From an optimization exercise on the open Yosys and OpenROAD flow, aimed at small area, a short achievable clock period and few clock cycles per item; shortcuts taken in it are not production practice. At most, simulation tests tie the RTL to the original design; equivalence was not proved. No activity file was given, so power comes from the tool's default toggle rates.

==> flow/design.v (excerpt) <==
module wildcard_string_matcher_core #(
   parameter int MAX_PATTERN = 64
) (
   input  logic        clock,
   input  logic        reset,
   input  logic        req_tvalid,
   output logic        req_tready,
   input  logic [7:0]  req_tdata,    
   input  logic [1:0]  req_tuser,    
   output logic        rsp_tvalid,
   input  logic        rsp_tready,
   output logic [7:0]  rsp_tdata     
);
==> flow/config.mk <==
export PLATFORM = sky130hd
export DESIGN_NAME = wildcard_string_matcher_core
export DESIGN_NICKNAME = wildcard_string_matcher_core
export VERILOG_FILES = /design/flow/design.v
export SDC_FILE = /design/flow/constraint.sdc
export NUM_CORES = 4
export LEC_CHECK = 0
export CAP_MARGIN = 20
export CORE_MARGIN = 2
export CORE_UTILIZATION = 65
export CTS_BUF_LIST = sky130_fd_sc_hd__clkbuf_16
export CTS_CLUSTER_DIAMETER = 80
export CTS_CLUSTER_SIZE = 24
export SETUP_SLACK_MARGIN = 2.8
export SLEW_MARGIN = 20
==> flow/constraint.sdc <==
create_clock -name core_clock -period 5.0 [get_ports {clock}]
set_input_delay 1.0000 -clock core_clock [delete_from_list [all_inputs] [get_ports {clock}]]
set_output_delay 1.0000 -clock core_clock [all_outputs]
set_load 0.01 [all_outputs]
standard.sh (not shown) runs the stock make flow with config.mk's settings and CLKGATE_MAP_FILE= SYNTH_SCRIPT=/design/flow/synth_recipe.tcl, a recipe that flattens the netlist after the stock synthesis.
==> flow/flow/run.sh <==
#!/bin/bash
# The standard layout, with the port buffers that buffer_ports inserts made
# ordinary buffers (buf_4) instead of the cell it picks by default.
set -euo pipefail
export BUFFER_PORTS_ARGS="-buffer_cell sky130_fd_sc_hd__buf_4"
bash standard.sh > standard.log 2>&1
Testbench counts at the start, summed over its fixed seeds: cycles 9,989, items 5,396.
Change:
CTS_BUF_LIST = sky130_fd_sc_hd__clkbuf_8   (was sky130_fd_sc_hd__clkbuf_16)
CTS_CLUSTER_DIAMETER = 50   (was 80)
CTS_CLUSTER_SIZE = 14   (was 24)
SETUP_SLACK_MARGIN = 2.7   (was 2.8)
Count of clock-buffer cells in the layout rose by 35.
Cell area fell by 1.4%.
Final cell count rose by 0.54%.
Change:
SETUP_SLACK_MARGIN = 2.8   (was 2.7)
Outcome:
- worst setup slack gains 77 ps
- non-clock buffer count is higher by 32
- die area stays the same
- area after synthesis stays the same
- hold slack is about the same
- sequential power hardly moves
- sequential share of layout area came out lower by 0.85 points
- flip-flop and latch count is unchanged
- combinational power went up by about 5%
Change:
SETUP_SLACK_MARGIN = 3.1   (was 2.8)
The changed run completed without violations.
Routed wire length went up by 11%.
Cell count went up by 2.0%.
Setup slack loses 29 ps.
Core utilization climbs by 6.9 points.
Via count rose by 4.8%.
Sequential cell count stays the same.

Another version of the RTL of wildcard_string_matcher_core (not shown whole).
For scale: ~680 flip-flops, roughly 24 I/O pins, about 32000 um^2 of cells after synthesis.
clock: 5.0 ns
lec_check: 0
cap_margin: 20
core_margin: 2
core_utilization: 40
setup_slack_margin: 2.2
slew_margin: 20
run.sh (not shown) runs the stock make flow with config.mk's settings and CLKGATE_MAP_FILE= SYNTH_SCRIPT=/design/flow/synth_recipe.tcl, a recipe that flattens the netlist after the stock synthesis.
Stock flow here: none of the scripts above is used.
==> next run, changes <==
SETUP_SLACK_MARGIN = 2.7   (was 2.2)
After rerunning: Via count stays flat. Synthesized cell count stays the same. Setup slack is worse by 0.0037 ns. Final area came out higher slightly. Hold slack is worse by 0.037 ns. Wire length came out higher by a few percent. Sequential cell count does not change. Maximum frequency barely changes.
No run of this note included a check of the RTL's function; only the layout flow was run.

wildcard_string_matcher_core with an RTL version that a note above also has.
Size: about 3,100 cells after synthesis, roughly 800 flip-flops, ~31,000 µm² of cells after synthesis.
clock: 5.0 ns
lec_check: 0
cap_margin: 20
core_margin: 2
core_utilization: 65
cts_buf_list: sky130_fd_sc_hd__clkbuf_8
cts_cluster_diameter: 50
cts_cluster_size: 14
setup_slack_margin: 3.0
slew_margin: 20
standard.sh (not shown) runs the stock make flow with config.mk's settings and CLKGATE_MAP_FILE= SYNTH_SCRIPT=/design/flow/synth_recipe.tcl, a recipe that flattens the netlist after the stock synthesis.
Scripts as last shown in full above: flow/flow/run.sh
Testbench counts at the start, summed over its fixed seeds: cycles 9,989, items 5,396.
Next try:
SETUP_SLACK_MARGIN = 2.5   (was 3.0)
Sequential share of layout area came out higher by 3.7 points.
Register-to-register slack gets worse by 0.30 ns.
Power came out lower by about 4%.
Final area came out lower by about 8%.
Count of clock-buffer cells in the layout went down by 7.
Routed wire length goes down by 4.0%.
Utilization is lower by 5.9 points.
Die area stays the same.
Sequential power is about the same.
Setup slack is worse by 0.19 ns.
Next try:
CORE_UTILIZATION = 75   (was 65)
SETUP_SLACK_MARGIN = 2.8   (was 2.5)
Result: Area after synthesis stays the same. Count of clock-buffer cells in the layout falls by 2. Sequential share of layout area falls by 0.41 points. Non-clock buffer count rises by 15. Worst hold slack stays flat.
Next try:
CORE_UTILIZATION = 65   (was 75)
SETUP_SLACK_MARGIN = 2.9   (was 2.8)
Effect: Via count decreases by 1.2%; routed wire length decreases by 0.63%; die area increases by 15%; worst hold slack gets worse by 0.0057 ns; non-clock buffer count increases by 30; final area increases by 2.0%; worst setup slack gets better by 0.039 ns; utilization decreases by 9.1 points.
Next try:
CTS_BUF_LIST = sky130_fd_sc_hd__clkbuf_4 sky130_fd_sc_hd__clkbuf_8   (was sky130_fd_sc_hd__clkbuf_8)
CTS_CLUSTER_DIAMETER = 40   (was 50)
CTS_CLUSTER_SIZE = 10   (was 14)
=> The changed run completed without violations. Design area rises by 2.5%. Worst setup slack is worse by 0.042 ns. Sequential share of layout area falls by 1.1 points. Area after synthesis stays the same. Utilization rises by 1.8 points. Final cell count rises by 1.9%. Wire length rises by 2.8%. First-iteration DRC count rises by 2.1%. Non-clock buffer count rises by 2.

what the ideal ports hide:
Ports are ideal in the flow. The routed layouts listed here were re-timed in OpenROAD. Step 1, drivers: a clkbuf_16 drives clock and a buf_2 each remaining input, both assumed. Step 2 adds t to the input delays and takes it off the output delays; t is the mean of the earliest and latest rising clock arrival at the registers after step 1. Input paths then give back, and output paths get back, about the clock's delay inside the block. Three values: ideal, step 1, step 2; two values: the first two.
run	t, ns	setup slack, ns	worst setup path at the end	worst slew at a driven data input, ns	cell pins on the clock port's net
the first run of note 1	0.651	2.767 / 2.767 / 2.219	input to register	0.05	1
the second run of note 1	0.732	2.734 / 2.728 / 2.040	input to register	0.04	1
the third run of note 1	0.730	2.812 / 2.757 / 2.131	input to register	0.04	1
the fourth run of note 1	0.730	2.783 / 2.726 / 2.165	input to register	0.24	1
the first run of note 2	0.683	1.915 / 1.915 / 1.568	input to register	0.06	1
the second run of note 2	0.686	1.911 / 1.911 / 1.873	input to register	0.07	1
the first run of note 3	0.742	2.780 / 2.724 / 2.287	input to register	0.04	1
the second run of note 3	0.738	2.593 / 2.595 / 1.888	input to register	0.05	1
the third run of note 3	0.730	2.752 / 2.752 / 2.091	input to register	0.07	1
the fourth run of note 3	0.742	2.791 / 2.735 / 2.229	input to register	0.07	1
the fifth run of note 3	0.779	2.749 / 2.692 / 2.126	input to register	0.08	1
After both steps setup and hold are still met in every run listed. The setup slack of the second run of note 3, which loses most, moves by +0.002 ns with the drivers and by -0.705 ns with both steps.
